What follows belongs to an exercise in optimizing a design on an open flow for small area; a production flow would make more cautious choices. The RTL was checked by simulation tests, not by an equivalence proof against the original design. Power is estimated from default activity; no workload was simulated.

==> flow/design.v (outline; a module is shown in full before it is edited, if it fits) <==
// module corr_mac: 440 lines
// module correlator_top: 300 lines
module correlator_top
(
  input  logic                 clk_in,
  input  logic                 i_rst,
  input  logic                 i_pdm_valid,
  input  logic [3-1:0] i_pdm_bits,
  output logic                 o_acc_valid,
  output logic [(((3 * (3 - 1) / 2) > 1) ? $clog2((3 * (3 - 1) / 2)) : 1)-1:0]              o_acc_bl,
  output logic [((8 > 1) ? $clog2(8) : 1)-1:0]             o_acc_lag,
  output logic signed [48-1:0]                 o_acc_data,
  output logic                 o_acc_last
);
  // ...
==> flow/flow/run.sh <==
#!/bin/bash
# Standard layout with these changes to how it is made:
#  - synthesis maps logic with an area-oriented ABC script (flow/abc_area.script,
#    used through ABC_AREA=1) from a copy of the ORFS scripts folder;
#  - after synthesis, flow/postsynth.py maps the combinational logic again
#    (registers, adders and their names untouched) and keeps the smaller netlist;
#  - the clock tree uses small leaf clusters of clkbuf_4 and no dummy loads;
#  - ports are buffered with buf_1.
# Each tool's output goes to a log file in this folder.
set -euo pipefail
HERE=$(pwd)
rm -rf "$HERE/scripts_mod" "$HERE/post"
cp -r "$FLOW_HOME/scripts" "$HERE/scripts_mod"
cp "$HERE/flow/abc_area.script" "$HERE/scripts_mod/abc_area.script"
CTS="-sink_clustering_enable -repair_clock_nets -dont_use_dummy_load -sink_clustering_size 8 -sink_clustering_max_diameter 80 -buf_list sky130_fd_sc_hd__clkbuf_4"
ARGS=("SCRIPTS_DIR=$HERE/scripts_mod" "CTS_ARGS=$CTS" "BUFFER_PORTS_ARGS=-buffer_cell sky130_fd_sc_hd__buf_1")
bash standard.sh "${ARGS[@]}" synth > make_synth.log 2>&1
RES="$HERE/orfs/results/$FLOW_PLATFORM/correlator_top/base"
LIB="$FLOW_HOME/platforms/$FLOW_PLATFORM/lib/sky130_fd_sc_hd__tt_025C_1v80.lib"
if [[ -x "$FLOW_HOME/../tools/install/yosys/bin/yosys" ]]; then
  export YOSYS_BIN="$FLOW_HOME/../tools/install/yosys/bin/yosys"
fi
cp "$RES/1_2_yosys.v" "$HERE/1_2_yosys.std.v"
python3 "$HERE/flow/postsynth.py" "$LIB" "$FLOW_TOP" "$HERE/1_2_yosys.std.v" "$HERE/1_2_yosys.post.v" \
  "$HERE/post" 6 "$HERE/flow/reabc1.script,$HERE/flow/reabc2.script,$HERE/flow/reabc3.script" \
  > postsynth.log 2>&1
cp "$HERE/1_2_yosys.post.v" "$RES/1_2_yosys.v"
rm -f "$RES/1_synth.odb" "$RES/1_synth.sdc"
bash standard.sh "${ARGS[@]}" finish > make_finish.log 2>&1
==> flow/flow/abc_area.script <==
strash
dch
map -a
strash
dch
map -a
topo
==> flow/flow/fa_polarity.py <==
#!/usr/bin/env python3
"""Rewrite a mapped sky130hd netlist so fewer inverters sit between full adders.

A full adder is self-dual: inverting its three inputs inverts both outputs. For
every sky130_fd_sc_hd__fa_* cell this chooses whether to use it in inverted
form, so that as few nets as possible need an inverter, and then rebuilds the
inverters: at most one per net, shared by all loads that need the complement.
The logic function of every port and register input is unchanged; no register
or port is touched.

usage: fa_polarity.py LIBERTY IN.v OUT.v
"""
import re, sys, random

lib, src, dst = sys.argv[1:4]

# Output pins of every cell, from the liberty file
outs = {}
cell = None
for line in open(lib):
    m = re.match(r'\s*cell\s*\(\s*"?([\w]+)"?\s*\)', line)
    if m:
        cell = m.group(1); outs[cell] = set(); continue
    m = re.match(r'\s*pin\s*\(\s*"?(\w+)"?\s*\)', line)
    if m:
        pin = m.group(1); continue
    if re.match(r'\s*direction\s*:\s*"?output', line) and cell:
        outs[cell].add(pin)

text = open(src).read()
mstart = text.index('module ')
header_end = text.index(';', mstart) + 1
body = text[header_end:text.rindex('endmodule')]

inst_re = re.compile(r'\s*(sky130_fd_sc_hd__\w+)\s+(\S+)\s*\((.*?)\);', re.S)
pin_re = re.compile(r'\.(\w+)\(\s*(.*?)\s*\)(?=\s*,|\s*$)', re.S)

decls = []
cells = []   # [type, name, {pin: net}]
pos = 0
for stmt in re.finditer(r'[^;]*;', body, re.S):
    s = stmt.group(0)
    m = inst_re.match(s)
    if m:
        typ, name, pins = m.group(1), m.group(2), m.group(3)
        conn = {}
        for p, n in pin_re.findall(pins):
            conn[p] = n.strip()
        cells.append([typ, name, conn])
    else:
        decls.append(s)

ports = set()
for d in decls:
    m = re.match(r'\s*(input|output|inout)\s*(\[[^\]]*\])?\s*(.*);', d, re.S)
    if m:
        nm = m.group(3).strip()
        if m.group(2):
            hi, lo = [int(x) for x in m.group(2)[1:-1].split(':')]
            for i in range(min(hi, lo), max(hi, lo) + 1):
                ports.add(f'{nm}[{i}]')
        ports.add(nm)

def is_inv(t):
    return re.match(r'sky130_fd_sc_hd__(clk)?inv_\d+$', t) is not None
def is_fa(t):
    return re.match(r'sky130_fd_sc_hd__fa_\d+$', t) is not None

driver = {}
for ci, (t, n, conn) in enumerate(cells):
    for p, net in conn.items():
        if p in outs[t]:
            driver[net] = (ci, p)

def key(net):
    return net.replace(' ', '')

# Inverters we may remove: input and output are plain internal nets
removable = set()
for ci, (t, n, conn) in enumerate(cells):
    if is_inv(t) and key(conn['Y']) not in ports and key(conn['A']) not in ports \
            and not conn['A'].startswith("1'") :
        removable.add(ci)

def base_of(net):
    """(base net, parity) looking through removable inverters."""
    par = 0
    seen = 0
    while net in driver and driver[net][0] in removable and seen < 8:
        net = cells[driver[net][0]][2]['A']
        par ^= 1
        seen += 1
    return net, par

fa_ids = [ci for ci, c in enumerate(cells) if is_fa(c[0])]
fa_index = {ci: k for k, ci in enumerate(fa_ids)}
FA_IN = ('A', 'B', 'CIN')

# Loads: every input pin of a kept cell, as (cell, pin, base, parity)
loads = {}   # base -> list of (ci, pin, r)
for ci, (t, n, conn) in enumerate(cells):
    if ci in removable:
        continue
    for p, net in conn.items():
        if p in outs[t]:
            continue
        b, r = base_of(net)
        loads.setdefault(b, []).append((ci, p, r))
# Output ports read nets too
port_loads = {}
for net in list(driver.keys()):
    if key(net) in ports:
        pass
for net in ports:
    pass

def drv_fa(b):
    d = driver.get(b)
    if d and d[0] in fa_index:
        return fa_index[d[0]]
    return None

flip = [0] * len(fa_ids)

def need_inv(b):
    df = drv_fa(b)
    fd = flip[df] if df is not None else 0
    for ci, p, r in loads.get(b, []):
        g = fa_index.get(ci)
        fg = flip[g] if g is not None else 0
        if r ^ fg ^ fd:
            return 1
    return 0

def need_true(b):
    """A flipped FA output still has to give the true value to any port it drives."""
    return 0

# Nets touched by each FA
touch = []
for ci in fa_ids:
    conn = cells[ci][2]
    s = set()
    for p in FA_IN:
        s.add(base_of(conn[p])[0])
    for p in ('SUM', 'COUT'):
        if p in conn:
            s.add(conn[p])
    touch.append(s)

# A flipped FA must not drive a port or be read through a net we cannot invert
fixed = set()
for k, ci in enumerate(fa_ids):
    conn = cells[ci][2]
    for p in ('SUM', 'COUT'):
        if p in conn and key(conn[p]) in ports:
            fixed.add(k)

def cost_of(nets):
    return sum(need_inv(b) for b in nets)

before = sum(need_inv(b) for b in loads)
improved = True
it = 0
while improved and it < 50:
    improved = False
    it += 1
    for k in range(len(fa_ids)):
        if k in fixed:
            continue
        c0 = cost_of(touch[k])
        flip[k] ^= 1
        c1 = cost_of(touch[k])
        if c1 < c0:
            improved = True
        else:
            flip[k] ^= 1
after = sum(need_inv(b) for b in loads)
n_old_inv = sum(1 for ci in removable)
sys.stderr.write(f"fa cells {len(fa_ids)}, flipped {sum(flip)}, removable inverters {n_old_inv}, "
                 f"nets needing an inverter: {before} -> {after}\n")

# Rebuild: every load of base b that needs the complement reads b's inverter
inv_net = {}
# A prefix no existing name starts with
k = 0
while f"_fapol{k}_" in text:
    k += 1
PFX = f"_fapol{k}_"
new_decls = []
new_cells = []
cnt = 0
def inv_for(b):
    global cnt
    if b not in inv_net:
        cnt += 1
        nn = f"{PFX}{cnt}_"
        inv_net[b] = nn
        new_decls.append(f"\n  wire {nn};")
        new_cells.append(["sky130_fd_sc_hd__inv_1", f"{PFX}inv_{cnt}_", {"A": b, "Y": nn}])
    return inv_net[b]

for b, lst in loads.items():
    df = drv_fa(b)
    fd = flip[df] if df is not None else 0
    for ci, p, r in lst:
        g = fa_index.get(ci)
        fg = flip[g] if g is not None else 0
        if r ^ fg ^ fd:
            cells[ci][2][p] = inv_for(b)
        else:
            cells[ci][2][p] = b

out = [text[:header_end]]
out.extend(decls)
out.extend(new_decls)
def emit(t, n, conn):
    ps = ",\n".join(f"    .{p}({net + ' ' if net.startswith(chr(92)) else net})" for p, net in conn.items())
    return f"\n  {t} {n} (\n{ps}\n  );"
for ci, (t, n, conn) in enumerate(cells):
    if ci in removable:
        continue
    out.append(emit(t, n, conn))
for t, n, conn in new_cells:
    out.append(emit(t, n, conn))
out.append("\nendmodule\n")
open(dst, 'w').write("".join(out))
==> flow/flow/gen_cells.py <==
#!/usr/bin/env python3
"""Write Verilog models of the single-output combinational cells of a liberty
file (from their function attributes), so Yosys can re-map them.
Cells with flip-flops, latches, several outputs or no function are left out.
usage: gen_cells.py LIBERTY OUT.v"""
import re, sys
lib, dst = sys.argv[1:3]
txt = open(lib).read()
out = []
for m in re.finditer(r'\n\s*cell\s*\(\s*"?(\w+)"?\s*\)\s*\{', txt):
    name = m.group(1)
    # body: up to the next cell
    start = m.end()
    nxt = re.search(r'\n\s*cell\s*\(', txt[start:])
    body = txt[start:start + nxt.start()] if nxt else txt[start:]
    if re.search(r'\b(ff|latch|statetable|clock_gating_integrated_cell)\s*\(', body) or 'clock_gate' in body:
        continue
    pins = re.findall(r'\n\s*pin\s*\(\s*"?(\w+)"?\s*\)\s*\{(.*?)\n\s*\}', body, re.S)
    ins, outs = [], []
    for pn, pb in pins:
        d = re.search(r'direction\s*:\s*"?(\w+)', pb)
        if not d:
            continue
        if d.group(1) == 'input':
            ins.append(pn)
        elif d.group(1) == 'output':
            f = re.search(r'function\s*:\s*"([^"]*)"', pb)
            outs.append((pn, f.group(1) if f else None))
    if len(outs) != 1 or outs[0][1] is None or not ins:
        continue
    on, fn = outs[0]
    if re.search(r'VPWR|VGND|KAPWR|VPB|VNB', fn):
        continue
    expr = fn.replace('!', '~').replace('*', '&').replace('+', '|')
    ports = ", ".join([f"input {p}" for p in ins] + [f"output {on}"])
    out.append(f"module {name}({ports});\n  assign {on} = {expr};\nendmodule\n")
open(dst, 'w').write("\n".join(out))
print(len(out), "cells")
==> flow/flow/postsynth.py <==
#!/usr/bin/env python3
"""Re-map the combinational logic of a synthesized sky130hd netlist.

1. fa_polarity.py flips full adders so fewer inverters sit between them.
2. Yosys reads the netlist with models of the single-output combinational
   cells (flip-flops, adders, buffers and tie cells stay black boxes, so every
   register keeps its instance name and cell type), flattens those cells to
   gates and maps them again with ABC. Steps 1-2 repeat; the smallest result
   is kept, or the input if none is smaller.

usage: postsynth.py LIBERTY TOP IN.v OUT.v WORKDIR ROUNDS ABC_SCRIPT[,ABC_SCRIPT...]
(round r uses the scripts in turn)
"""
import os, re, shutil, subprocess, sys

lib, top, src, dst, work, rounds, abc = sys.argv[1:8]
rounds = int(rounds)
abcs = abc.split(",")
here = os.path.dirname(os.path.abspath(__file__))
os.makedirs(work, exist_ok=True)
yosys = os.environ.get("YOSYS_BIN", "yosys")

DONTUSE = ("probe_p_8 probec_p_8 lpflow_bleeder_1 lpflow_clkbufkapwr_1 lpflow_clkbufkapwr_16 "
           "lpflow_clkbufkapwr_2 lpflow_clkbufkapwr_4 lpflow_clkbufkapwr_8 lpflow_clkinvkapwr_1 "
           "lpflow_clkinvkapwr_16 lpflow_clkinvkapwr_2 lpflow_clkinvkapwr_4 lpflow_clkinvkapwr_8 "
           "lpflow_decapkapwr_12 lpflow_decapkapwr_3 lpflow_decapkapwr_4 lpflow_decapkapwr_6 "
           "lpflow_decapkapwr_8 lpflow_inputiso0n_1 lpflow_inputiso0p_1 lpflow_inputiso1n_1 "
           "lpflow_inputiso1p_1 lpflow_inputisolatch_1 lpflow_isobufsrc_1 lpflow_isobufsrc_16 "
           "lpflow_isobufsrc_2 lpflow_isobufsrc_4 lpflow_isobufsrc_8 lpflow_isobufsrckapwr_16 "
           "lpflow_lsbuf_lh_hl_isowell_tap_1 lpflow_lsbuf_lh_hl_isowell_tap_2 "
           "lpflow_lsbuf_lh_hl_isowell_tap_4 lpflow_lsbuf_lh_isowell_4 lpflow_lsbuf_lh_isowell_tap_1 "
           "lpflow_lsbuf_lh_isowell_tap_2 lpflow_lsbuf_lh_isowell_tap_4").split()
dontuse = " ".join(f"-dont_use sky130_fd_sc_hd__{c}" for c in DONTUSE)

def area_of(netlist, tag):
    """Area of a netlist by Yosys stat."""
    ys = os.path.join(work, f"{tag}_stat.ys")
    st = os.path.join(work, f"{tag}_stat.txt")
    open(ys, "w").write(f"read_liberty -lib {lib}\nread_verilog {netlist}\nhierarchy -top {top}\n"
                        f"tee -o {st} stat -liberty {lib}\n")
    subprocess.run([yosys, "-q", "-l", os.path.join(work, f"{tag}_stat.log"), ys], check=True)
    return float(re.search(r"Chip area for module .*?: ([\d.]+)", open(st).read()).group(1))

cells_all = os.path.join(work, "cells_all.v")
subprocess.run([sys.executable, os.path.join(here, "gen_cells.py"), lib, cells_all], check=True)
mods = open(cells_all).read().split("endmodule\n")
keep = [m for m in mods if m.strip() and not re.search(
    r"module sky130_fd_sc_hd__(buf|clkbuf|dlygate|clkdlybuf|dlymetal|bufbuf|lpflow)", m)]
cells = os.path.join(work, "cells_comb.v")
open(cells, "w").write("endmodule\n".join(keep) + "endmodule\n")
tpl = open(os.path.join(here, "reabc.ys.tpl")).read()

best = src
best_area = area_of(src, "r0")
print(f"input area {best_area:.1f}", flush=True)
cur = src
for r in range(1, rounds + 1):
    pol = os.path.join(work, f"r{r}_pol.v")
    subprocess.run([sys.executable, os.path.join(here, "fa_polarity.py"), lib, cur, pol], check=True)
    out = os.path.join(work, f"r{r}_out.v")
    ys = os.path.join(work, f"r{r}.ys")
    open(ys, "w").write(tpl.replace("@LIB@", lib).replace("@CELLS@", cells).replace("@IN@", pol)
                        .replace("@TOP@", top).replace("@SCRIPT@", abcs[(r - 1) % len(abcs)]).replace("@DONTUSE@", dontuse)
                        .replace("@STAT@", os.path.join(work, f"r{r}_abcstat.txt")).replace("@OUT@", out))
    subprocess.run([yosys, "-q", "-l", os.path.join(work, f"r{r}.log"), ys], check=True)
    a = area_of(out, f"r{r}")
    print(f"round {r}: area {a:.1f}", flush=True)
    if a < best_area:
        best, best_area = out, a
    cur = out
shutil.copyfile(best, dst)
print(f"kept {best} ({best_area:.1f})")
==> flow/flow/reabc.ys.tpl <==
read_liberty -lib @LIB@
read_verilog -overwrite @CELLS@
read_verilog @IN@
hierarchy -top @TOP@
flatten
techmap
opt -fast
opt_clean -purge
abc -script @SCRIPT@ -liberty @LIB@ @DONTUSE@
opt_clean -purge
hilomap -singleton -hicell sky130_fd_sc_hd__conb_1 HI -locell sky130_fd_sc_hd__conb_1 LO
splitnets
opt_clean -purge
insbuf -buf sky130_fd_sc_hd__buf_4 A X
opt_clean -purge
rename -hide w:*.*
tee -o @STAT@ stat -liberty @LIB@
write_verilog -noattr -nohex -nodec @OUT@
==> flow/flow/reabc1.script <==
strash
dch
map -a
strash
dch
map -a
topo
==> flow/flow/reabc2.script <==
strash
&get -n
&st
&dch
&nf -a
&put
strash
&get -n
&st
&dch
&nf -a
&put
topo
==> flow/flow/reabc3.script <==
strash
dch
amap
strash
dch
map -a
topo
==> flow/standard.sh <==
#!/bin/bash
# synth_recipe.tcl (not shown) runs the flow's synth.tcl, then flattens the netlist and writes it again
# the make line also repeats each setting of config.mk as NAME=value (left out here)
make -C /OpenROAD-flow-scripts/flow DESIGN_CONFIG=/design/flow/config.mk WORK_HOME=/design/flow/orfs CLKGATE_MAP_FILE= SYNTH_SCRIPT=/design/flow/synth_recipe.tcl "${@:-finish}"
==> flow/config.mk <==
export PLATFORM = sky130hd
export DESIGN_NAME = correlator_top
export DESIGN_NICKNAME = correlator_top
export VERILOG_FILES = /design/flow/design.v
export SDC_FILE = /design/flow/constraint.sdc
export NUM_CORES = 4
export LEC_CHECK = 0
export ABC_AREA = 1
export CAP_MARGIN = 10
export CORE_MARGIN = 2
export CORE_UTILIZATION = 55
export SLEW_MARGIN = 10
==> flow/constraint.sdc <==
create_clock -name core_clock -period 20.0 [get_ports {clk_in}]
set_input_delay 4.0000 -clock core_clock [delete_from_list [all_inputs] [get_ports {clk_in}]]
set_output_delay 4.0000 -clock core_clock [all_outputs]
set_load 0.01 [all_outputs]
==> impl_metrics.env, run 1 <==
export IMPL_max_slew_margin=0.2220
export IMPL_cp_startpoint="bl[0]"
export IMPL_syn_area_mm2=0.03824
export IMPL_worst_pin_slew_ns=1.167
export IMPL_combPwrFrac=0.095
export IMPL_min_period_over_period=0.9648
export IMPL_final_nets=3595
export IMPL_clock_area_frac=0.02134
export IMPL_final_setup_worst_slack_ns=0.7046
export IMPL_reg2reg_from="bl[0]"
export IMPL_nonClkBufAreaFrac=0.02575
export IMPL_cts_sinks=847
export IMPL_grt_pass1_vias=26290
export IMPL_placedInstanceArea_mm2=0.04018
export IMPL_top_layer_used="met5"
export IMPL_p_clk_frac=0.256
export IMPL_seq_cells=847
export IMPL_met3_length_um=9212
export IMPL_clockBufferCount=117
export IMPL_multi_input_area_share=0.3572
export IMPL_top_register="h2"
export IMPL_use_met2=0.4875
export IMPL_crit_family="adder cells"
export IMPL_vias=25740
export IMPL_wl_per_cell_um=25.59
export IMPL_reg_top3="h2: 216 flops, h1: 198 flops, h0: 90 flops"
export IMPL_status="complete, no violations"
export IMPL_start_kind="flop"
export IMPL_holdBufCountCts=0
export IMPL_track_usage=0.3056
export IMPL_critPathBufInv=6
export IMPL_p_per_area_mw_per_mm2=78.03
export IMPL_port_buffers=60
export IMPL_min_from="a0[2][11]"
export IMPL_fin_util=0.5990
export IMPL_reg2regPathDepth=59
export IMPL_numCtsBuffers=117
export IMPL_ys_warn_count=11
==> module correlator_top, before the edit <==
module correlator_top
(
  input  logic                 clk_in,
  input  logic                 i_rst,
  input  logic                 i_pdm_valid,
  input  logic [3-1:0] i_pdm_bits,
  output logic                 o_acc_valid,
  output logic [(((3 * (3 - 1) / 2) > 1) ? $clog2((3 * (3 - 1) / 2)) : 1)-1:0]              o_acc_bl,
  output logic [((8 > 1) ? $clog2(8) : 1)-1:0]             o_acc_lag,
  output logic signed [48-1:0]                 o_acc_data,
  output logic                 o_acc_last
);
  function automatic logic [19:0] hrom0(input logic [3:0] r);
    case (r)
      4'd0: hrom0 = 20'd3876;
      4'd1: hrom0 = 20'd3060;
      4'd2: hrom0 = 20'd2380;
      4'd3: hrom0 = 20'd1820;
      4'd4: hrom0 = 20'd1365;
      4'd5: hrom0 = 20'd1001;
      4'd6: hrom0 = 20'd715;
      4'd7: hrom0 = 20'd495;
      4'd8: hrom0 = 20'd330;
      4'd9: hrom0 = 20'd210;
      4'd10: hrom0 = 20'd126;
      4'd11: hrom0 = 20'd70;
      4'd12: hrom0 = 20'd35;
      4'd13: hrom0 = 20'd15;
      4'd14: hrom0 = 20'd5;
      4'd15: hrom0 = 20'd4840;
      default: hrom0 = '0;
    endcase
  endfunction
  function automatic logic [19:0] hrom1(input logic [3:0] r);
    case (r)
      4'd0: hrom1 = 20'd32980;
      4'd1: hrom1 = 20'd31076;
      4'd2: hrom1 = 20'd29020;
      4'd3: hrom1 = 20'd26860;
      4'd4: hrom1 = 20'd24640;
      4'd5: hrom1 = 20'd22400;
      4'd6: hrom1 = 20'd20176;
      4'd7: hrom1 = 20'd18000;
      4'd8: hrom1 = 20'd15900;
      4'd9: hrom1 = 20'd13900;
      4'd10: hrom1 = 20'd12020;
      4'd11: hrom1 = 20'd10276;
      4'd12: hrom1 = 20'd8680;
      4'd13: hrom1 = 20'd7240;
      4'd14: hrom1 = 20'd5960;
      4'd15: hrom1 = 20'd34690;
      default: hrom1 = '0;
    endcase
  endfunction
  function automatic logic [19:0] hrom2(input logic [3:0] r);
    case (r)
      4'd0: hrom2 = 20'd26860;
      4'd1: hrom2 = 20'd29020;
      4'd2: hrom2 = 20'd31076;
      4'd3: hrom2 = 20'd32980;
      4'd4: hrom2 = 20'd34690;
      4'd5: hrom2 = 20'd36170;
      4'd6: hrom2 = 20'd37390;
      4'd7: hrom2 = 20'd38326;
      4'd8: hrom2 = 20'd38960;
      4'd9: hrom2 = 20'd39280;
      4'd10: hrom2 = 20'd39280;
      4'd11: hrom2 = 20'd38960;
      4'd12: hrom2 = 20'd38326;
      4'd13: hrom2 = 20'd37390;
      4'd14: hrom2 = 20'd36170;
      4'd15: hrom2 = 20'd24640;
      default: hrom2 = '0;
    endcase
  endfunction
  function automatic logic [17:0] hrom3(input logic [3:0] r);
    case (r)
      4'd0: hrom3 = 18'd1820;
      4'd1: hrom3 = 18'd2380;
      4'd2: hrom3 = 18'd3060;
      4'd3: hrom3 = 18'd3876;
      4'd4: hrom3 = 18'd4840;
      4'd5: hrom3 = 18'd5960;
      4'd6: hrom3 = 18'd7240;
      4'd7: hrom3 = 18'd8680;
      4'd8: hrom3 = 18'd10276;
      4'd9: hrom3 = 18'd12020;
      4'd10: hrom3 = 18'd13900;
      4'd11: hrom3 = 18'd15900;
      4'd12: hrom3 = 18'd18000;
      4'd13: hrom3 = 18'd20176;
      4'd14: hrom3 = 18'd22400;
      4'd15: hrom3 = 18'd1365;
      default: hrom3 = '0;
    endcase
  endfunction
  function automatic logic [11:0] hrom4(input logic [3:0] r);
    case (r)
      4'd0: hrom4 = 12'd0;
      4'd1: hrom4 = 12'd0;
      4'd2: hrom4 = 12'd0;
      4'd3: hrom4 = 12'd0;
      4'd4: hrom4 = 12'd1;
      4'd5: hrom4 = 12'd5;
      4'd6: hrom4 = 12'd15;
      4'd7: hrom4 = 12'd35;
      4'd8: hrom4 = 12'd70;
      4'd9: hrom4 = 12'd126;
      4'd10: hrom4 = 12'd210;
      4'd11: hrom4 = 12'd330;
      4'd12: hrom4 = 12'd495;
      4'd13: hrom4 = 12'd715;
      4'd14: hrom4 = 12'd1001;
      4'd15: hrom4 = 12'd0;
      default: hrom4 = '0;
    endcase
  endfunction
  logic [1:0]  phase;       
  logic [1:0]  pend;        
  logic [2:0]  bits_q;
  logic [3:0]  r_cnt;       
  logic [3:0]  r_proc;      
  logic [1:0]  s_cnt;       
  logic [19:0] a0 [3];
  logic [19:0] a1 [3];
  logic [19:0] a2 [3];
  logic [17:0] a3 [3];
  logic [11:0] a4 [3];
  logic        busy, b, last;
  logic [3:0]  r_sel;
  logic [19:0] n0, n1, n2;
  logic [17:0] n3;
  logic [11:0] n4;
  logic [20:0] y;
  logic [17:0] smp;
  assign busy  = i_pdm_valid || (pend != 2'd0);
  assign b     = i_pdm_valid ? i_pdm_bits[phase] : (busy & bits_q[phase]);
  assign r_sel = i_pdm_valid ? r_cnt : r_proc;
  assign last  = busy && (r_sel == 4'd15);
  function automatic logic [19:0] rca20(input logic [19:0] x, input logic [19:0] z);
    logic c;
    c = 1'b0;
    for (int i = 0; i < 20; i++) begin
      rca20[i] = x[i] ^ z[i] ^ c;
      c = (x[i] & z[i]) | (c & (x[i] ^ z[i]));
    end
  endfunction
  logic [2:0]  fresh;
  logic        fr;
  logic [19:0] s0, s1, s2;
  logic [17:0] s3;
  logic [11:0] s4;
  assign fr = fresh[phase];
  always_comb begin
    s0 = fr ? 20'd516536 : (last ? a1[0] : a0[0]);
    s1 = fr ? 20'd374552 : (last ? a2[0] : a1[0]);
    s2 = fr ? 20'd89768  : (last ? 20'(a3[0]) : a2[0]);
    s3 = fr ? 18'd2184   : (last ? 18'(a4[0]) : a3[0]);
    s4 = (fr || last) ? 12'd0 : a4[0];
    n0 = rca20(s0, b ? hrom0(r_sel) : 20'd0);
    n1 = rca20(s1, b ? hrom1(r_sel) : 20'd0);
    n2 = rca20(s2, b ? hrom2(r_sel) : 20'd0);
    n3 = 18'(rca20(20'(s3), b ? 20'(hrom3(r_sel)) : 20'd0));
    n4 = 12'(rca20(20'(s4), b ? 20'(hrom4(r_sel)) : 20'd0));
    y  = 21'(a0[0]) + 21'(b);
    smp = {y[20:19] - 2'd1, y[18:3]};
  end
  always_ff @(posedge clk_in) begin
    if (i_rst) begin
      phase  <= 2'd0;
      pend   <= 2'd0;
      r_cnt  <= 4'd0;
      s_cnt  <= 2'd0;
      fresh  <= 3'b111;
    end else begin
      phase <= (phase == 2'd2) ? 2'd0 : phase + 2'd1;
      if (busy) fresh[phase] <= 1'b0;
      if (i_pdm_valid) begin
        pend  <= 2'd2;
        r_cnt <= r_cnt + 4'd1;
        if (r_cnt == 4'd15) s_cnt <= s_cnt + 2'd1;
      end else if (pend != 2'd0) begin
        pend <= pend - 2'd1;
      end
    end
  end
  always_ff @(posedge clk_in) begin
    a0[0] <= a0[1]; a0[1] <= a0[2]; a0[2] <= n0;
    a1[0] <= a1[1]; a1[1] <= a1[2]; a1[2] <= n1;
    a2[0] <= a2[1]; a2[1] <= a2[2]; a2[2] <= n2;
    a3[0] <= a3[1]; a3[1] <= a3[2]; a3[2] <= n3;
    a4[0] <= a4[1]; a4[1] <= a4[2]; a4[2] <= n4;
  end
  always_ff @(posedge clk_in) begin
    if (i_pdm_valid) begin
      bits_q <= i_pdm_bits;
      r_proc <= r_cnt;
    end
  end
  logic signed [17:0] h0 [5];
  logic signed [17:0] h1 [11];
  logic signed [17:0] h2 [12];
  logic        push0, push1, push2;
  assign push0 = last && (phase == 2'd0);
  assign push1 = last && (phase == 2'd1);
  assign push2 = last && (phase == 2'd2);
  always_ff @(posedge clk_in) begin
    if (push0) begin
      h0[0] <= smp;
      for (int k = 1; k < 5; k++) h0[k] <= h0[k-1];
    end
    if (push1) begin
      h1[0] <= smp;
      for (int k = 1; k < 11; k++) h1[k] <= h1[k-1];
    end
    if (push2) begin
      h2[0] <= smp;
      for (int k = 1; k < 12; k++) h2[k] <= h2[k-1];
    end
  end
  logic        act, run, vld;
  logic [1:0]  t;
  logic [2:0]  lag;
  logic [1:0]  bl;
  logic [1:0]  pc;           
  logic [1:0]  d0, d1, d2;   
  logic [35:0] acc;
  logic        start;
  assign start = i_pdm_valid && (r_cnt == 4'd15) && (s_cnt == 2'd3);
  assign run   = act || start;
  always_ff @(posedge clk_in) begin
    if (i_rst) begin
      act <= 1'b0;
      vld <= 1'b0;
      t   <= 2'd0;
      lag <= 3'd0;
      bl  <= 2'd0;
      pc  <= 2'd0;
    end else begin
      vld <= run && (t == 2'd3);
      if (start) begin
        act <= 1'b1;
        if (pc != 2'd3) pc <= pc + 2'd1;
      end
      if (run) begin
        t <= t + 2'd1;
        if (t == 2'd3) begin
          lag <= lag + 3'd1;
          if (lag == 3'd7) begin
            if (bl == 2'd2) begin
              bl  <= 2'd0;
              act <= 1'b0;
            end else begin
              bl <= bl + 2'd1;
            end
          end
        end
      end
    end
  end
  always_ff @(posedge clk_in) begin
    if (run) begin
      d0 <= d0 + 2'(push0);
      d1 <= d1 + 2'(push1);
      d2 <= d2 + 2'(push2);
    end else begin
      d0 <= 2'd0;
      d1 <= 2'd0;
      d2 <= 2'd0;
    end
  end
  logic [2:0] pos_a;
  logic [3:0] pos_b;
  logic signed [17:0] op_a, op_b;
  logic       neg;
  always_comb begin
    pos_a = 3'd2 - 3'(t) + ((bl == 2'd2) ? 3'(d1) : 3'(d0));
    pos_b = 4'd2 + 4'(lag) - 4'(t) + ((bl == 2'd0) ? 4'(d1) : 4'(d2));
    op_a  = (bl == 2'd2) ? h1[pos_a] : h0[pos_a];
    op_b  = (bl == 2'd0) ? h1[pos_b] : h2[pos_b];
    neg   = ((pc == 2'd1) && (3'(t) < lag)) || ((pc == 2'd2) && (3'(t) + 3'd4 < lag));
    if (neg) op_b = '0;
  end
  localparam logic [35:0] K4 = 36'd45813334016;
  logic [35:0] sum;
  corr_mac mac_i (
    .a      (op_a),
    .b      (op_b),
    .acc_in ((t == 2'd0) ? K4 : acc),
    .sum    (sum)
  );
  always_ff @(posedge clk_in) begin
    acc <= sum;
  end
  assign o_acc_valid = vld;
  assign o_acc_lag   = lag - 3'd1;
  assign o_acc_bl    = (lag != 3'd0) ? bl : ((bl == 2'd0) ? 2'd2 : bl - 2'd1);
  assign o_acc_last  = (lag == 3'd0) && (bl == 2'd0);
  assign o_acc_data  = {{(48-36){acc[35]}}, acc};
endmodule
==> run 2, diff against run 1 <==
--- a/flow/design.v
+++ b/flow/design.v
@@ -13,17 +13,17 @@
     b_ext = {b, 1'b0};
     for (int i = 0; i < 9; i++) begin
       logic q0, q1, q2, one, two;
       q0    = b_ext[2*i];
       q1    = b_ext[2*i+1];
       q2    = b_ext[2*i+2];
       ng[i] = q2 & ~(q1 & q0);
       one   = q1 ^ q0;
-      two   = (q2 & ~q1 & ~q0) | (~q2 & q1 & q0);
+      two   = (i == 8) ? 1'b0 : ((q2 & ~q1 & ~q0) | (~q2 & q1 & q0));
       for (int j = 0; j < 19; j++) begin
         pp[i][j] = ((one & ((j < 18) ? a[j] : a[17])) | (two & ((j > 0) ? a[j-1] : 1'b0))) ^ ng[i];
       end
     end
   end
   logic [411:0] w;
   assign w[0] = acc_in[14] ^ pp[0][14];
   assign w[1] = acc_in[14] & pp[0][14];
@@ -464,17 +464,17 @@
       4'd7: hrom0 = 20'd495;
       4'd8: hrom0 = 20'd330;
       4'd9: hrom0 = 20'd210;
       4'd10: hrom0 = 20'd126;
       4'd11: hrom0 = 20'd70;
       4'd12: hrom0 = 20'd35;
       4'd13: hrom0 = 20'd15;
       4'd14: hrom0 = 20'd5;
-      4'd15: hrom0 = 20'd4840;
+      4'd15: hrom0 = 20'd1;
       default: hrom0 = '0;
     endcase
   endfunction
   function automatic logic [19:0] hrom1(input logic [3:0] r);
     case (r)
       4'd0: hrom1 = 20'd32980;
       4'd1: hrom1 = 20'd31076;
       4'd2: hrom1 = 20'd29020;
@@ -485,17 +485,17 @@
       4'd7: hrom1 = 20'd18000;
       4'd8: hrom1 = 20'd15900;
       4'd9: hrom1 = 20'd13900;
       4'd10: hrom1 = 20'd12020;
       4'd11: hrom1 = 20'd10276;
       4'd12: hrom1 = 20'd8680;
       4'd13: hrom1 = 20'd7240;
       4'd14: hrom1 = 20'd5960;
-      4'd15: hrom1 = 20'd34690;
+      4'd15: hrom1 = 20'd4840;
       default: hrom1 = '0;
     endcase
   endfunction
   function automatic logic [19:0] hrom2(input logic [3:0] r);
     case (r)
       4'd0: hrom2 = 20'd26860;
       4'd1: hrom2 = 20'd29020;
       4'd2: hrom2 = 20'd31076;
@@ -506,17 +506,17 @@
       4'd7: hrom2 = 20'd38326;
       4'd8: hrom2 = 20'd38960;
       4'd9: hrom2 = 20'd39280;
       4'd10: hrom2 = 20'd39280;
       4'd11: hrom2 = 20'd38960;
       4'd12: hrom2 = 20'd38326;
       4'd13: hrom2 = 20'd37390;
       4'd14: hrom2 = 20'd36170;
-      4'd15: hrom2 = 20'd24640;
+      4'd15: hrom2 = 20'd34690;
       default: hrom2 = '0;
     endcase
   endfunction
   function automatic logic [17:0] hrom3(input logic [3:0] r);
     case (r)
       4'd0: hrom3 = 18'd1820;
       4'd1: hrom3 = 18'd2380;
       4'd2: hrom3 = 18'd3060;
@@ -527,89 +527,90 @@
       4'd7: hrom3 = 18'd8680;
       4'd8: hrom3 = 18'd10276;
       4'd9: hrom3 = 18'd12020;
       4'd10: hrom3 = 18'd13900;
       4'd11: hrom3 = 18'd15900;
       4'd12: hrom3 = 18'd18000;
       4'd13: hrom3 = 18'd20176;
       4'd14: hrom3 = 18'd22400;
-      4'd15: hrom3 = 18'd1365;
+      4'd15: hrom3 = 18'd24640;
       default: hrom3 = '0;
     endcase
   endfunction
-  function automatic logic [11:0] hrom4(input logic [3:0] r);
+  function automatic logic [12:0] hrom4(input logic [3:0] r);
     case (r)
-      4'd0: hrom4 = 12'd0;
-      4'd1: hrom4 = 12'd0;
-      4'd2: hrom4 = 12'd0;
-      4'd3: hrom4 = 12'd0;
-      4'd4: hrom4 = 12'd1;
-      4'd5: hrom4 = 12'd5;
-      4'd6: hrom4 = 12'd15;
-      4'd7: hrom4 = 12'd35;
-      4'd8: hrom4 = 12'd70;
-      4'd9: hrom4 = 12'd126;
-      4'd10: hrom4 = 12'd210;
-      4'd11: hrom4 = 12'd330;
-      4'd12: hrom4 = 12'd495;
-      4'd13: hrom4 = 12'd715;
-      4'd14: hrom4 = 12'd1001;
-      4'd15: hrom4 = 12'd0;
+      4'd0: hrom4 = 13'd0;
+      4'd1: hrom4 = 13'd0;
+      4'd2: hrom4 = 13'd0;
+      4'd3: hrom4 = 13'd0;
+      4'd4: hrom4 = 13'd1;
+      4'd5: hrom4 = 13'd5;
+      4'd6: hrom4 = 13'd15;
+      4'd7: hrom4 = 13'd35;
+      4'd8: hrom4 = 13'd70;
+      4'd9: hrom4 = 13'd126;
+      4'd10: hrom4 = 13'd210;
+      4'd11: hrom4 = 13'd330;
+      4'd12: hrom4 = 13'd495;
+      4'd13: hrom4 = 13'd715;
+      4'd14: hrom4 = 13'd1001;
+      4'd15: hrom4 = 13'd1365;
       default: hrom4 = '0;
     endcase
   endfunction
   logic [1:0]  phase;       
   logic [1:0]  pend;        
   logic [2:0]  bits_q;
   logic [3:0]  r_cnt;       
-  logic [3:0]  r_proc;      
   logic [1:0]  s_cnt;       
   logic [19:0] a0 [3];
   logic [19:0] a1 [3];
   logic [19:0] a2 [3];
   logic [17:0] a3 [3];
-  logic [11:0] a4 [3];
-  logic        busy, b, last;
+  logic [12:0] a4 [3];
+  logic        busy, b, first, last;
   logic [3:0]  r_sel;
   logic [19:0] n0, n1, n2;
   logic [17:0] n3;
-  logic [11:0] n4;
+  logic [12:0] n4;
   logic [20:0] y;
   logic [17:0] smp;
   assign busy  = i_pdm_valid || (pend != 2'd0);
   assign b     = i_pdm_valid ? i_pdm_bits[phase] : (busy & bits_q[phase]);
-  assign r_sel = i_pdm_valid ? r_cnt : r_proc;
+  assign r_sel = i_pdm_valid ? r_cnt : r_cnt - 4'd1;
+  assign first = busy && (r_sel == 4'd0);
   assign last  = busy && (r_sel == 4'd15);
-  function automatic logic [19:0] rca20(input logic [19:0] x, input logic [19:0] z);
+  function automatic logic [20:0] rca20(input logic [19:0] x, input logic [19:0] z);
     logic c;
     c = 1'b0;
     for (int i = 0; i < 20; i++) begin
       rca20[i] = x[i] ^ z[i] ^ c;
       c = (x[i] & z[i]) | (c & (x[i] ^ z[i]));
     end
+    rca20[20] = c;
   endfunction
   logic [2:0]  fresh;
   logic        fr;
   logic [19:0] s0, s1, s2;
   logic [17:0] s3;
-  logic [11:0] s4;
+  logic [12:0] s4;
   assign fr = fresh[phase];
   always_comb begin
-    s0 = fr ? 20'd516536 : (last ? a1[0] : a0[0]);
-    s1 = fr ? 20'd374552 : (last ? a2[0] : a1[0]);
-    s2 = fr ? 20'd89768  : (last ? 20'(a3[0]) : a2[0]);
-    s3 = fr ? 18'd2184   : (last ? 18'(a4[0]) : a3[0]);
-    s4 = (fr || last) ? 12'd0 : a4[0];
-    n0 = rca20(s0, b ? hrom0(r_sel) : 20'd0);
-    n1 = rca20(s1, b ? hrom1(r_sel) : 20'd0);
-    n2 = rca20(s2, b ? hrom2(r_sel) : 20'd0);
+    s0 = fr ? 20'd516536 : (first ? a1[0] : a0[0]);
+    s1 = fr ? 20'd374552 : (first ? a2[0] : a1[0]);
+    s2 = fr ? 20'd89768  : (first ? 20'(a3[0]) : a2[0]);
+    s3 = fr ? 18'd2184   : (first ? 18'(a4[0]) : a3[0]);
+    s4 = (fr || first) ? 13'd0 : a4[0];
+    y  = rca20(s0, b ? hrom0(r_sel) : 20'd0);
+    n0 = y[19:0];
+    n1 = 20'(rca20(s1, b ? hrom1(r_sel) : 20'd0));
+    n2 = 20'(rca20(s2, b ? hrom2(r_sel) : 20'd0));
     n3 = 18'(rca20(20'(s3), b ? 20'(hrom3(r_sel)) : 20'd0));
-    n4 = 12'(rca20(20'(s4), b ? 20'(hrom4(r_sel)) : 20'd0));
-    y  = 21'(a0[0]) + 21'(b);
+    n4 = 13'(rca20(20'(s4), b ? 20'(hrom4(r_sel)) : 20'd0));
     smp = {y[20:19] - 2'd1, y[18:3]};
   end
   always_ff @(posedge clk_in) begin
     if (i_rst) begin
       phase  <= 2'd0;
       pend   <= 2'd0;
       r_cnt  <= 4'd0;
       s_cnt  <= 2'd0;
@@ -631,50 +632,75 @@
     a1[0] <= a1[1]; a1[1] <= a1[2]; a1[2] <= n1;
     a2[0] <= a2[1]; a2[1] <= a2[2]; a2[2] <= n2;
     a3[0] <= a3[1]; a3[1] <= a3[2]; a3[2] <= n3;
     a4[0] <= a4[1]; a4[1] <= a4[2]; a4[2] <= n4;
   end
   always_ff @(posedge clk_in) begin
     if (i_pdm_valid) begin
       bits_q <= i_pdm_bits;
-      r_proc <= r_cnt;
     end
   end
-  logic signed [17:0] h0 [5];
-  logic signed [17:0] h1 [11];
-  logic signed [17:0] h2 [12];
+  localparam int N0 = 4;
+  localparam int N1 = 10;
+  localparam int N2 = 12;
+  logic signed [17:0] r0 [N0];
+  logic signed [17:0] r1 [N1];
+  logic signed [17:0] r2 [N2];
+  logic signed [17:0] hold0, hold1, hold2;
+  logic        pend0, pend1, pend2;
+  logic [3:0]  q0, q1, q2;
+  logic        wr0, wr1, wr2;
   logic        push0, push1, push2;
   assign push0 = last && (phase == 2'd0);
   assign push1 = last && (phase == 2'd1);
   assign push2 = last && (phase == 2'd2);
   always_ff @(posedge clk_in) begin
-    if (push0) begin
-      h0[0] <= smp;
-      for (int k = 1; k < 5; k++) h0[k] <= h0[k-1];
-    end
-    if (push1) begin
-      h1[0] <= smp;
-      for (int k = 1; k < 11; k++) h1[k] <= h1[k-1];
-    end
-    if (push2) begin
-      h2[0] <= smp;
-      for (int k = 1; k < 12; k++) h2[k] <= h2[k-1];
+    if (push0) hold0 <= smp;
+    if (push1) hold1 <= smp;
+    if (push2) hold2 <= smp;
+  end
+  always_ff @(posedge clk_in) begin
+    for (int k = 0; k < N0 - 1; k++) r0[k] <= r0[k+1];
+    r0[N0-1] <= wr0 ? hold0 : r0[0];
+    for (int k = 0; k < N1 - 1; k++) r1[k] <= r1[k+1];
+    r1[N1-1] <= wr1 ? hold1 : r1[0];
+    for (int k = 0; k < N2 - 1; k++) r2[k] <= r2[k+1];
+    r2[N2-1] <= wr2 ? hold2 : r2[0];
+  end
+  always_ff @(posedge clk_in) begin
+    if (i_rst) begin
+      pend0 <= 1'b0;
+      pend1 <= 1'b0;
+      pend2 <= 1'b0;
+      q0    <= 4'(N0 - 1);
+      q1    <= 4'(N1 - 1);
+      q2    <= 4'(N2 - 1);
+    end else begin
+      pend0 <= push0 || (pend0 && !wr0);
+      pend1 <= push1 || (pend1 && !wr1);
+      pend2 <= push2 || (pend2 && !wr2);
+      q0    <= (wr0 || q0 == 4'd0) ? 4'(N0 - 1) : q0 - 4'd1;
+      q1    <= (wr1 || q1 == 4'd0) ? 4'(N1 - 1) : q1 - 4'd1;
+      q2    <= (wr2 || q2 == 4'd0) ? 4'(N2 - 1) : q2 - 4'd1;
     end
   end
   logic        act, run, vld;
   logic [1:0]  t;
   logic [2:0]  lag;
   logic [1:0]  bl;
   logic [1:0]  pc;           
   logic [1:0]  d0, d1, d2;   
   logic [35:0] acc;
   logic        start;
   assign start = i_pdm_valid && (r_cnt == 4'd15) && (s_cnt == 2'd3);
   assign run   = act || start;
+  assign wr0 = pend0 && (q0 == 4'(N0 - 1)) && !(run && d0 == 2'd2 && bl != 2'd2);
+  assign wr1 = pend1 && (q1 == 4'(N1 - 1)) && !(run && bl == 2'd0);
+  assign wr2 = pend2 && (q2 == 4'(N2 - 1));
   always_ff @(posedge clk_in) begin
     if (i_rst) begin
       act <= 1'b0;
       vld <= 1'b0;
       t   <= 2'd0;
       lag <= 3'd0;
       bl  <= 2'd0;
       pc  <= 2'd0;
@@ -706,25 +732,38 @@
       d1 <= d1 + 2'(push1);
       d2 <= d2 + 2'(push2);
     end else begin
       d0 <= 2'd0;
       d1 <= 2'd0;
       d2 <= 2'd0;
     end
   end
-  logic [2:0] pos_a;
-  logic [3:0] pos_b;
+  logic [3:0] si0, si1, si2;
+  logic signed [5:0] pp0, pp1, pp2;
+  logic [1:0] ad0;
+  logic [3:0] ad1, ad2;
+  logic signed [17:0] rd0, rd1, rd2;
   logic signed [17:0] op_a, op_b;
   logic       neg;
   always_comb begin
-    pos_a = 3'd2 - 3'(t) + ((bl == 2'd2) ? 3'(d1) : 3'(d0));
-    pos_b = 4'd2 + 4'(lag) - 4'(t) + ((bl == 2'd0) ? 4'(d1) : 4'(d2));
-    op_a  = (bl == 2'd2) ? h1[pos_a] : h0[pos_a];
-    op_b  = (bl == 2'd0) ? h1[pos_b] : h2[pos_b];
+    si0   = 4'd2 - 4'(t) + 4'(d0);
+    si1   = 4'd2 - 4'(t) + 4'(d1) + ((bl == 2'd0) ? 4'(lag) : 4'd0);
+    si2   = 4'd2 - 4'(t) + 4'(d2) + 4'(lag);
+    pp0   = 6'(q0) - 6'(si0) + 6'(pend0);
+    pp1   = 6'(q1) - 6'(si1) + 6'(pend1);
+    pp2   = 6'(q2) - 6'(si2) + 6'(pend2);
+    ad0   = 2'(pp0);
+    ad1   = (pp1 < 0) ? 4'(pp1 + 6'(N1)) : 4'(pp1);
+    ad2   = (pp2 < 0) ? 4'(pp2 + 6'(N2)) : 4'(pp2);
+    rd0   = (pend0 && si0 == 4'd0) ? hold0 : r0[ad0];
+    rd1   = (pend1 && si1 == 4'd0) ? hold1 : r1[ad1];
+    rd2   = (pend2 && si2 == 4'd0) ? hold2 : r2[ad2];
+    op_a  = (bl == 2'd2) ? rd1 : rd0;
+    op_b  = (bl == 2'd0) ? rd1 : rd2;
     neg   = ((pc == 2'd1) && (3'(t) < lag)) || ((pc == 2'd2) && (3'(t) + 3'd4 < lag));
     if (neg) op_b = '0;
   end
   localparam logic [35:0] K4 = 36'd45813334016;
   logic [35:0] sum;
   corr_mac mac_i (
     .a      (op_a),
     .b      (op_b),
--- a/flow/flow/run.sh
+++ b/flow/flow/run.sh
@@ -17,13 +17,13 @@
 bash standard.sh "${ARGS[@]}" synth > make_synth.log 2>&1
 RES="$HERE/orfs/results/$FLOW_PLATFORM/correlator_top/base"
 LIB="$FLOW_HOME/platforms/$FLOW_PLATFORM/lib/sky130_fd_sc_hd__tt_025C_1v80.lib"
 if [[ -x "$FLOW_HOME/../tools/install/yosys/bin/yosys" ]]; then
   export YOSYS_BIN="$FLOW_HOME/../tools/install/yosys/bin/yosys"
 fi
 cp "$RES/1_2_yosys.v" "$HERE/1_2_yosys.std.v"
 python3 "$HERE/flow/postsynth.py" "$LIB" "$FLOW_TOP" "$HERE/1_2_yosys.std.v" "$HERE/1_2_yosys.post.v" \
-  "$HERE/post" 6 "$HERE/flow/reabc1.script,$HERE/flow/reabc2.script,$HERE/flow/reabc3.script" \
+  "$HERE/post" 10 "$HERE/flow/reabc1.script,$HERE/flow/reabc2.script,$HERE/flow/reabc3.script" \
   > postsynth.log 2>&1
 cp "$HERE/1_2_yosys.post.v" "$RES/1_2_yosys.v"
 rm -f "$RES/1_synth.odb" "$RES/1_synth.sdc"
 bash standard.sh "${ARGS[@]}" finish > make_finish.log 2>&1
==> flow/config.mk (replaced) <==
export PLATFORM = sky130hd
export DESIGN_NAME = correlator_top
export DESIGN_NICKNAME = correlator_top
export VERILOG_FILES = /design/flow/design.v
export SDC_FILE = /design/flow/constraint.sdc
export NUM_CORES = 4
export LEC_CHECK = 0
export ABC_AREA = 1
export CAP_MARGIN = 5
export CORE_MARGIN = 2
export CORE_UTILIZATION = 45
export SLEW_MARGIN = 5
==> run 2 against run 1 <==
Effect of this change:
- still clean
- worst setup slack improved by 0.12 ns
- critical path depth up 15
- flip-flop and latch count increased by 32
- worst hold slack improved by 0.025 ns
- synthesized area fell by 8.3%
- final cell count up 8.1%
- non-clock buffer count rose by 27
- die area is 12% higher
- synthesized cell count up 6.6%
- global-route usage is 7.7 points lower
- cell area down 6.8%
- largest cell class unchanged
- largest power group is now combinational logic
==> impl_metrics.env, run 2 <==
export IMPL_regToRegSetupSlack_ns=0.83
export IMPL_hold_viol_final=0
export IMPL_min_period_over_period=0.9586
export IMPL_max_freq_mhz=52.16
export IMPL_dp_hpwl_um=64190
export IMPL_max_cap_violations=0
export IMPL_numCtsBuffers=120
export IMPL_hold_path_class="flop to flop"
export IMPL_cp_required_ns=20.88
export IMPL_timing_final_crit_period_ns=19.17
export IMPL_cts_tree="done"
export IMPL_combPwrFrac=0.593
export IMPL_seqPwrFrac=0.296
export IMPL_cts_sinks=879
export IMPL_holdBufCountCts=0
export IMPL_ant_nets=0
export IMPL_grt_pass1_wl_um=143300
export IMPL_final_setup_worst_slack_ns=0.8277
export IMPL_dieWidth_um=283.1
export IMPL_drive_gt1_frac=0.1013
export IMPL_clk_pin_slew_ns=0.09
export IMPL_p_clk_frac=0.110
export IMPL_num_rows=102
export IMPL_slowest_stage="fa_1"
export IMPL_top_register="r2"
export IMPL_viasPerCell=5.363
export IMPL_final_common_cell="dfxtp_1"
export IMPL_firstDrtPassIters=9
export IMPL_syn_area_mm2=0.03506
export IMPL_end_kind="flop"
export IMPL_placedInstanceArea_mm2=0.03726
export IMPL_final_nets=3852
export IMPL_reg_top3="r2: 216 flops, r1: 180 flops, r0: 72 flops"
export IMPL_cpPeakStageDelay_ns=0.58
export IMPL_drt_iter0_markers=2116
export IMPL_largest_reg_flops=216
export IMPL_drc=0
export IMPL_grt_max_degree=51
export IMPL_start_util=0.4533
export IMPL_port_buffers=60
export IMPL_switching_share=0.4178
export IMPL_routed_wl_um=90040
export IMPL_worstSkewPairLatency_ns=0.95
export IMPL_dieArea_mm2=0.08015
export IMPL_p_per_area_mw_per_mm2=195.9
export IMPL_wl_per_cell_um=19.88
export IMPL_critical_path_arrival_ns=20.05
export IMPL_status="complete, no violations"
export IMPL_grt_overflow_total=0
export IMPL_crit_top_cell="fa_1"
export IMPL_grt_pass1_vias=24690
export IMPL_die_h_um=283.1
export IMPL_crit_path_max_fanout=5
export IMPL_power_leakage_nw=14.90
export IMPL_pre_cts_ws_ns=-0.05605
export IMPL_finalMaxSlewViolations=0
export IMPL_internal_power_w=0.004375
export IMPL_fp_coreArea_mm2=0.07734
export IMPL_worst_pin_slew_ns=1.005
export IMPL_layout_common_cells="dfxtp_1, nand2_1, clkinv_1, nor2_1, fa_1"
export IMPL_syn_area_per_cell_um2=10.90
export IMPL_synthCells=3216
export IMPL_max_slew_margin=0.3253
export IMPL_io_pins=61
export IMPL_finalClockSkew_ns=0.1039
export IMPL_htreeDepth=3
export IMPL_vias=24280
export IMPL_finalSetupViolCount=0
export IMPL_vdd_drop_max_uv=417.6
export IMPL_clock_root_buffer="clkbuf_4"
export IMPL_synth_nets=3582
export IMPL_antenna_found_initial=3
export IMPL_path_class="flop to flop"
export IMPL_track_usage=0.2282
export IMPL_p_sw_w=0.003139
export IMPL_area_growth_pct=9.387
export IMPL_ys_warn_count=11
export IMPL_clk_path_buf_depth=3
export IMPL_gp_congestion=0.8921
export IMPL_stdcell_area_mm2=0.03835
export IMPL_start_kind="flop"
==> run 2: cell count changes in the layout (fill, tap and decap cells not counted), moves of 26 or more <==
cell	delta
nor2_1	+44
dfxtp_1	+479
nand2_1	+153
edfxtp_1	-450
ha_1	+26
a22oi_1	-53
o22ai_1	-27
buf_4	+28
==> run 2: per-layer routing <==
layer,vias up,track usage,part of all wire
met5,-,0,0
met1,11730,0.3152,0.44
met2,896,0.3674,0.46
met3,211,0.03535,0.065
met4,0,0.07632,0.034
li1,11450,-,-
==> run 2: per-stage QoR <==
step | total power [W] | TNS [ns] | util | hold WS, ns | std cells
after floorplan | 0.005489 | 0 | - | 0.3096 | 3216
after global placement | 0.006651 | 0 | 0.4818 | 0.3096 | 4399
after detailed placement | 0.006714 | -0.05605 | 0.4818 | 0.3121 | 4399
after CTS | 0.007630 | 0 | 0.4934 | 0.2199 | 4519
after global routing | 0.008431 | -0.02073 | 0.4958 | 0.2502 | 4528
final | 0.007514 | 0 | 0.4958 | 0.2525 | 4528
==> run 2: final cells by class <==
cell class              instances  area [um2]
flip-flops and latches        879       18170
clock buffers                 120       900.9
inverters                     354        1344
fillers                      7177       38990
multi-input cells            1935       15370
well taps                    1040        1301
diodes                          4       10.01
repair buffers                196        1250
==> run 2: what timing repair did <==
| action | CTS | global route |
|---|---|---|
| endpoints found under the setup margin | 0 | 3 |
| buffers inserted | 0 | 5 |
| gates resized for setup | 0 | 51 |
| endpoints found under the hold margin | 0 | 0 |
==> run 2: worst paths after layout <==
check,startpoint,endpoint,depth (start not counted)
worst max-delay path,bl[0],acc[35],74
worst min-delay path,a1[1][6],a1[0][6],0
worst max register to register,bl[0],acc[35],74
worst min register to register,a1[1][6],a1[0][6],0
==> run 2: power groups by stage <==
stage                     Combinational [W]  Clock, W  Sequential, W
after CTS                           0.00454  0.000861        0.00223
after floorplan                     0.00325         0        0.00224
after detailed placement            0.00445         0        0.00227
after global placement              0.00439         0        0.00226
final                               0.00446  0.000830        0.00223
after global routing                0.00526  0.000922        0.00225
==> run 2: critical path: cells and delay by family, from the launching register on <==
| kind | cells | cell delay (ns) |
|---|---|---|
| XOR/XNOR | 4 | 0.71 |
| AND/OR/NAND/NOR | 14 | 1.54 |
| flip-flops | 1 | 0.35 |
| AO/OA/AOI/OAI | 6 | 0.61 |
| adder cells (fa/ha/maj) | 40 | 14.94 |
| buffers and inverters | 10 | 1.00 |
==> run 3, diff against run 2 <==
--- a/flow/config.mk
+++ b/flow/config.mk
@@ -6,7 +6,7 @@
 export NUM_CORES = 4
 export LEC_CHECK = 0
 export ABC_AREA = 1
-export CAP_MARGIN = 5
+export CAP_MARGIN = 10
 export CORE_MARGIN = 2
-export CORE_UTILIZATION = 45
-export SLEW_MARGIN = 5
+export CORE_UTILIZATION = 55
+export SLEW_MARGIN = 10
==> run 3 against run 2 <==
Effect of this change:
- largest power group unchanged
- sequential share of layout area grew 0.43 points
- first-iteration DRC count shrank 17%
- fmax shrank 0.66%
- worst hold slack gained 0.016 ns
- cell area shrank 0.90%
- still clean on timing, DRC and antenna
- largest cell class unchanged
==> impl_metrics.env, run 3 <==
export IMPL_crit_path_max_fanout=5
export IMPL_setup_tns_ns=0
export IMPL_clock_root_buffer="clkbuf_4"
export IMPL_cpPeakStageDelay_ns=0.53
export IMPL_worstSkewPairLatency_ns=0.94
export IMPL_syn_area_per_cell_um2=10.90
export IMPL_reg_top3="r2: 216 flops, r1: 180 flops, r0: 72 flops"
export IMPL_dp_cells=4190
export IMPL_fillers=5425
export IMPL_routed_wl_um=94710
export IMPL_cts_tree="done"
export IMPL_finalClockSkew_ns=0.1019
export IMPL_clk_pin_slew_ns=0.09
export IMPL_status="complete, no violations"
export IMPL_seqPwrFrac=0.293
export IMPL_final_nets=3834
export IMPL_ys_warn_count=11
export IMPL_firstDrtPassIters=6
export IMPL_track_usage=0.2903
export IMPL_max_freq_mhz=51.81
export IMPL_power_leakage_nw=14.82
export IMPL_internal_power_w=0.004406
export IMPL_gp_congestion=0.9266
export IMPL_grt_overflow_total=0
export IMPL_ant_nets=0
export IMPL_fin_util=0.6024
export IMPL_start_kind="flop"
export IMPL_hold_path_class="flop to flop"
export IMPL_p_sw_w=0.003214
export IMPL_drt_iter0_markers=1765
export IMPL_worst_pin_slew_ns=1.038
export IMPL_port_buffers=60
export IMPL_die_h_um=256.5
export IMPL_dieWidth_um=256.5
export IMPL_fp_coreArea_mm2=0.06308
export IMPL_drc=0
export IMPL_slowest_stage="fa_1"
export IMPL_p_clk_frac=0.109
export IMPL_cp_required_ns=20.76
export IMPL_top_register="r2"
export IMPL_holdBufCountCts=0
export IMPL_clk_path_buf_depth=3
export IMPL_start_util=0.5557
export IMPL_finalMaxSlewViolations=0
export IMPL_min_period_over_period=0.9650
export IMPL_grt_pass1_vias=25590
export IMPL_p_per_area_mw_per_mm2=200.5
export IMPL_htreeDepth=3
export IMPL_syn_area_mm2=0.03506
export IMPL_numCtsBuffers=120
export IMPL_num_rows=92
export IMPL_max_cap_violations=0
export IMPL_viasPerCell=5.675
export IMPL_grt_pass1_wl_um=148000
export IMPL_finalSetupViolCount=0
export IMPL_fin_cells=4314
export IMPL_vias=24480
export IMPL_drive_gt1_frac=0.09665
export IMPL_critical_path_arrival_ns=20.06
export IMPL_dp_hpwl_um=66550
export IMPL_antenna_found_initial=2
export IMPL_vdd_drop_max_uv=325.0
export IMPL_grt_max_degree=51
export IMPL_min_from="r2[10][3]"
export IMPL_wl_per_cell_um=21.95
export IMPL_cts_sinks=879
export IMPL_hold_viol_final=0
export IMPL_synthCells=3216
export IMPL_switching_share=0.4218
export IMPL_max_slew_margin=0.3037
export IMPL_largest_reg_flops=216
export IMPL_final_common_cell="dfxtp_1"
export IMPL_combPwrFrac=0.598
export IMPL_end_kind="flop"
export IMPL_crit_top_cell="fa_1"
export IMPL_path_class="flop to flop"
export IMPL_dieArea_mm2=0.06577
export IMPL_timing_final_crit_period_ns=19.30
export IMPL_cp_startpoint="bl[0]"
export IMPL_area_growth_pct=8.405
export IMPL_reg2reg_from="bl[0]"
export IMPL_io_pins=61
export IMPL_synth_nets=3582
export IMPL_layout_common_cells="dfxtp_1, nand2_1, clkinv_1, nor2_1, fa_1"
[run 3: final cells by class]
type | instances | area [um2] | share of cell area
diodes | 2 | 5.005 | 0.0001317
clock buffers | 120 | 900.9 | 0.02371
inverters | 354 | 1331 | 0.03503
multi-input cells | 1935 | 15410 | 0.4056
flip-flops and latches | 879 | 18170 | 0.4781
well taps | 846 | 1059 | 0.02785
repair buffers | 178 | 1124 | 0.02957
[run 3: timing repair]
item,4_1_cts,5_1_grt
pin swaps,2,7
gates cloned,0,0
setup buffers,0,2
resized for setup,20,32
setup endpoints to repair,2,3
[run 3: worst paths after layout]
path | end | slack [ns] | depth (start not counted)
max | acc[35] | 0.70 | 74
min | r2[9][3] | 0.27 | 0
max reg2reg | acc[35] | 0.70 | 74
min reg2reg | r2[9][3] | 0.27 | 0
[run 3: stage by stage]
stage	setup WS, ns	hold WS (ns)	total power (W)	instance area (um2)
6_report	0.7004	0.2688	0.007620	38000
3_3_place_gp	0.09252	0.3097	0.006723	36920
3_5_place_dp	-0.2726	0.3121	0.006829	36920
4_1_cts	0.02606	0.2684	0.007720	37880
5_1_grt	-0.03203	0.2424	0.008544	38000
2_1_floorplan	0.1909	0.3096	0.005489	35060
[run 3: critical path, delay by kind of cell (launching register included)]
kind	cells	cell delay, ns
AND/OR/NAND/NOR	15	1.70
buffers and inverters	9	0.89
AO/OA/AOI/OAI	5	0.63
flip-flops	1	0.36
XOR/XNOR	4	0.63
adder cells (fa/ha/maj)	41	14.95
[run 3: power by group through the flow]
stage	clock (W)	sequential, W	combinational, W
floorplan	0	0.00224	0.00325
detailed placement	0	0.00228	0.00455
global route	0.000927	0.00226	0.00536
global placement	0	0.00227	0.00445
CTS	0.000859	0.00224	0.00462
finish	0.000829	0.00224	0.00455
[run 3: routing by layer]
metal / vias to the layer above / global-route usage / wire length, um
met2: 866 / 0.4762 / 44590
li1: 11380 / - / -
met5: - / 0 / 0
met1: 12030 / 0.3894 / 41020
met4: 0 / 0.1043 / 3420
met3: 213 / 0.04913 / 5680
==> run 4, diff against run 3 <==
--- a/flow/flow/run.sh
+++ b/flow/flow/run.sh
@@ -8,6 +8,8 @@
 #  - ports are buffered with buf_1.
 # Each tool's output goes to a log file in this folder.
 set -euo pipefail
+# Timing-driven placement steers by its trial repairs but keeps none of them
+export GPL_KEEP_OVERFLOW=0
 HERE=$(pwd)
 rm -rf "$HERE/scripts_mod" "$HERE/post"
 cp -r "$FLOW_HOME/scripts" "$HERE/scripts_mod"
==> run 4 against run 3 <==
Effect of this change:
- global-route usage is 0.50 points higher
- fmax shrank 0.63%
- combinational power increased by 1%
- flip-flop and latch count unchanged
- via count is 0.56% higher
- sequential power about the same
==> impl_metrics.env, run 4 <==
export IMPL_use_met2=0.4861
export IMPL_area_growth_pct=10.06
export IMPL_stdcell_area_mm2=0.03858
export IMPL_syn_area_mm2=0.03506
export IMPL_finalSetupViolCount=0
export IMPL_status="complete, no violations"
export IMPL_end_kind="flop"
export IMPL_p_per_area_mw_per_mm2=198.5
export IMPL_clk_path_buf_depth=3
export IMPL_worstSkewPairLatency_ns=0.95
export IMPL_ys_warn_count=11
export IMPL_min_period_over_period=0.9711
export IMPL_clk_pin_slew_ns=0.11
export IMPL_ant_nets=0
export IMPL_drc=0
export IMPL_final_common_cell="dfxtp_1"
export IMPL_num_rows=92
export IMPL_dieArea_mm2=0.06577
export IMPL_critical_path_arrival_ns=20.21
export IMPL_top_register="r2"
export IMPL_routed_wl_um=95840
export IMPL_slowest_stage="fa_1"
export IMPL_port_buffers=60
export IMPL_cts_tree="done"
export IMPL_viasPerCell=5.735
export IMPL_crit_path_max_fanout=13
export IMPL_clock_root_buffer="clkbuf_4"
export IMPL_drive_gt1_frac=0.1147
export IMPL_syn_area_per_cell_um2=10.90
export IMPL_crit_top_cell="fa_1"
export IMPL_path_class="flop to flop"
export IMPL_power_leakage_nw=14.90
export IMPL_pre_cts_ws_ns=-2.484
export IMPL_cp_startpoint="bl[1]"
export IMPL_vdd_drop_max_uv=343.1
export IMPL_reg_top3="r2: 216 flops, r1: 180 flops, r0: 72 flops"
export IMPL_hold_viol_final=0
export IMPL_antenna_found_initial=2
export IMPL_wl_per_cell_um=22.32
export IMPL_timing_final_crit_period_ns=19.42
export IMPL_placedInstanceArea_mm2=0.03670
export IMPL_io_pins=61
export IMPL_reg2reg_from="bl[1]"
export IMPL_finalClockSkew_ns=0.09493
export IMPL_gr_usage_met3=0.04340
export IMPL_start_kind="flop"
export IMPL_htreeDepth=3
export IMPL_dp_cells=4113
export IMPL_gr_usage_met1=0.3916
export IMPL_final_seq_area_mm2=0.01817
export IMPL_regToRegSetupSlack_ns=0.58
export IMPL_vias=24620
export IMPL_busiest_layer="met2"
export IMPL_multiInputGateArea_mm2=0.01586
export IMPL_layout_common_cells="dfxtp_1, nand2_1, clkinv_1, fa_1, nor2_1"
export IMPL_final_nets=3812
export IMPL_grt_pass1_wl_um=150400
export IMPL_max_freq_mhz=51.49
export IMPL_max_cap_violations=0
export IMPL_final_setup_worst_slack_ns=0.5775
export IMPL_dp_hpwl_um=67020
export IMPL_hold_path_class="flop to flop"
export IMPL_largest_reg_flops=216
export IMPL_grt_max_degree=43
export IMPL_dieWidth_um=256.5
export IMPL_fp_coreArea_mm2=0.06308
export IMPL_cp_required_ns=20.78
export IMPL_synthCells=3216
export IMPL_cts_sinks=879
export IMPL_die_h_um=256.5
export IMPL_gp_congestion=0.9212
export IMPL_min_from="r2[9][4]"
export IMPL_start_util=0.5557
export IMPL_fin_cells=4293
export IMPL_grt_overflow_total=0
export IMPL_cpPeakStageDelay_ns=0.56
export IMPL_fillers=5371
export IMPL_drt_iter0_markers=1920
export IMPL_max_slew_margin=0.1289
export IMPL_synth_nets=3582
export IMPL_worst_pin_slew_ns=1.303
export IMPL_finalMaxSlewViolations=0
export IMPL_numCtsBuffers=119
export IMPL_firstDrtPassIters=5
export IMPL_grt_pass1_vias=25710
export IMPL_track_usage=0.2952
[run 4: changes by cell type in the layout (fill, tap and decap cells not counted), sizes merged]
cell	delta
buf	-22
clkinvlp	+3
clkinv	-2
clkbuf	-1
diode	+1
inv	-1
nor2	+1
[run 4: critical path, delay by kind of cell, from the launching register on]
family	cells	cell delay (ns)
fa+ha+maj	39	14.62
simple gates	13	1.84
buf+inv	10	1.09
compound gates	6	0.71
xor+xnor	4	0.62
flops	1	0.36
[run 4: cell type report]
class,count,area share
Tap cell,846,0.02743
Antenna cell,3,0.0001946
Inverter,354,0.03661
Timing Repair Buffer,156,0.03064
Multi-Input combinational cell,1936,0.4110
Sequential cell,879,0.4710
Clock buffer,119,0.02315
[run 4: path summary, 6_finish.rpt]
check                   to  cells past startpoint
setup reg to reg   acc[35]                     72
setup / recovery   acc[35]                     72
hold / removal    r2[8][4]                      0
hold reg to reg   r2[8][4]                      0
[run 4: where the power goes]
group	total, W	internal, W	leakage (nW)	switching (W)
registers	0.00224	0.00214	7.22	0.0000929
clock network	0.000825	0.000271	0.548	0.000554
logic	0.00460	0.00199	7.12	0.00261
total	0.00766	0.00441	14.9	0.00325
[run 4: through the flow]
step	utilization	total power [W]	hold WS [ns]	TNS, ns
2_1_floorplan	-	0.005489	0.3096	0
3_3_place_gp	0.5704	0.006604	0.3097	-127.90
3_5_place_dp	0.5818	0.006773	0.3121	-10.11
4_1_cts	0.6055	0.007702	0.2829	0
5_1_grt	0.6117	0.008511	0.2955	-0.07846
6_report	0.6117	0.007660	0.2772	0
[run 4: what timing repair did]
action | in CTS | in global routing
cloned | 1 | 0
setup endpoints to repair | 7 | 3
pin swaps | 22 | 18
gates resized for setup | 96 | 55
buffers inserted | 38 | 18
hold buffers | 0 | 0
[run 4: per-layer routing]
layer | share of wire | wire length, um
met5 | 0 | 0
met1 | 0.42 | 40150
met2 | 0.48 | 45620
met3 | 0.062 | 5907
met4 | 0.043 | 4163

==> what the ideal ports hide <==
Ports are ideal in the flow. The routed layouts listed here were re-timed in OpenROAD.
Step 1 (the two cells are an assumption about what drives the block):
set clk [get_ports {clk_in}]
set_driving_cell -lib_cell sky130_fd_sc_hd__clkbuf_16 $clk
set_driving_cell -lib_cell sky130_fd_sc_hd__buf_2 [delete_from_list [all_inputs] $clk]
Step 2 times the ports against the registers' clock, not the clock port: input delays grow and output delays shrink by t, the midpoint of the rising clock arrivals with the driver on.
Slacks: ideal / step 1 / step 2; pairs: ideal / step 1.
| run | t (ns) | setup WS [ns] | clock arrival spread, ns | worst slew at a driven data input, ns | cell pins on the clock port's net |
|---|---|---|---|---|---|
| run 1 | 0.951 | 0.705 / 0.705 / 0.705 | 0.139 / 0.139 | 0.03 | 1 |
| run 2 | 0.962 | 0.828 / 0.828 / 0.828 | 0.104 / 0.104 | 0.06 | 1 |
| run 3 | 0.952 | 0.700 / 0.700 / 0.700 | 0.103 / 0.103 | 0.03 | 1 |
| run 4 | 0.960 | 0.577 / 0.577 / 0.577 | 0.102 / 0.101 | 0.04 | 1 |
After both steps setup and hold are still met in every run listed.
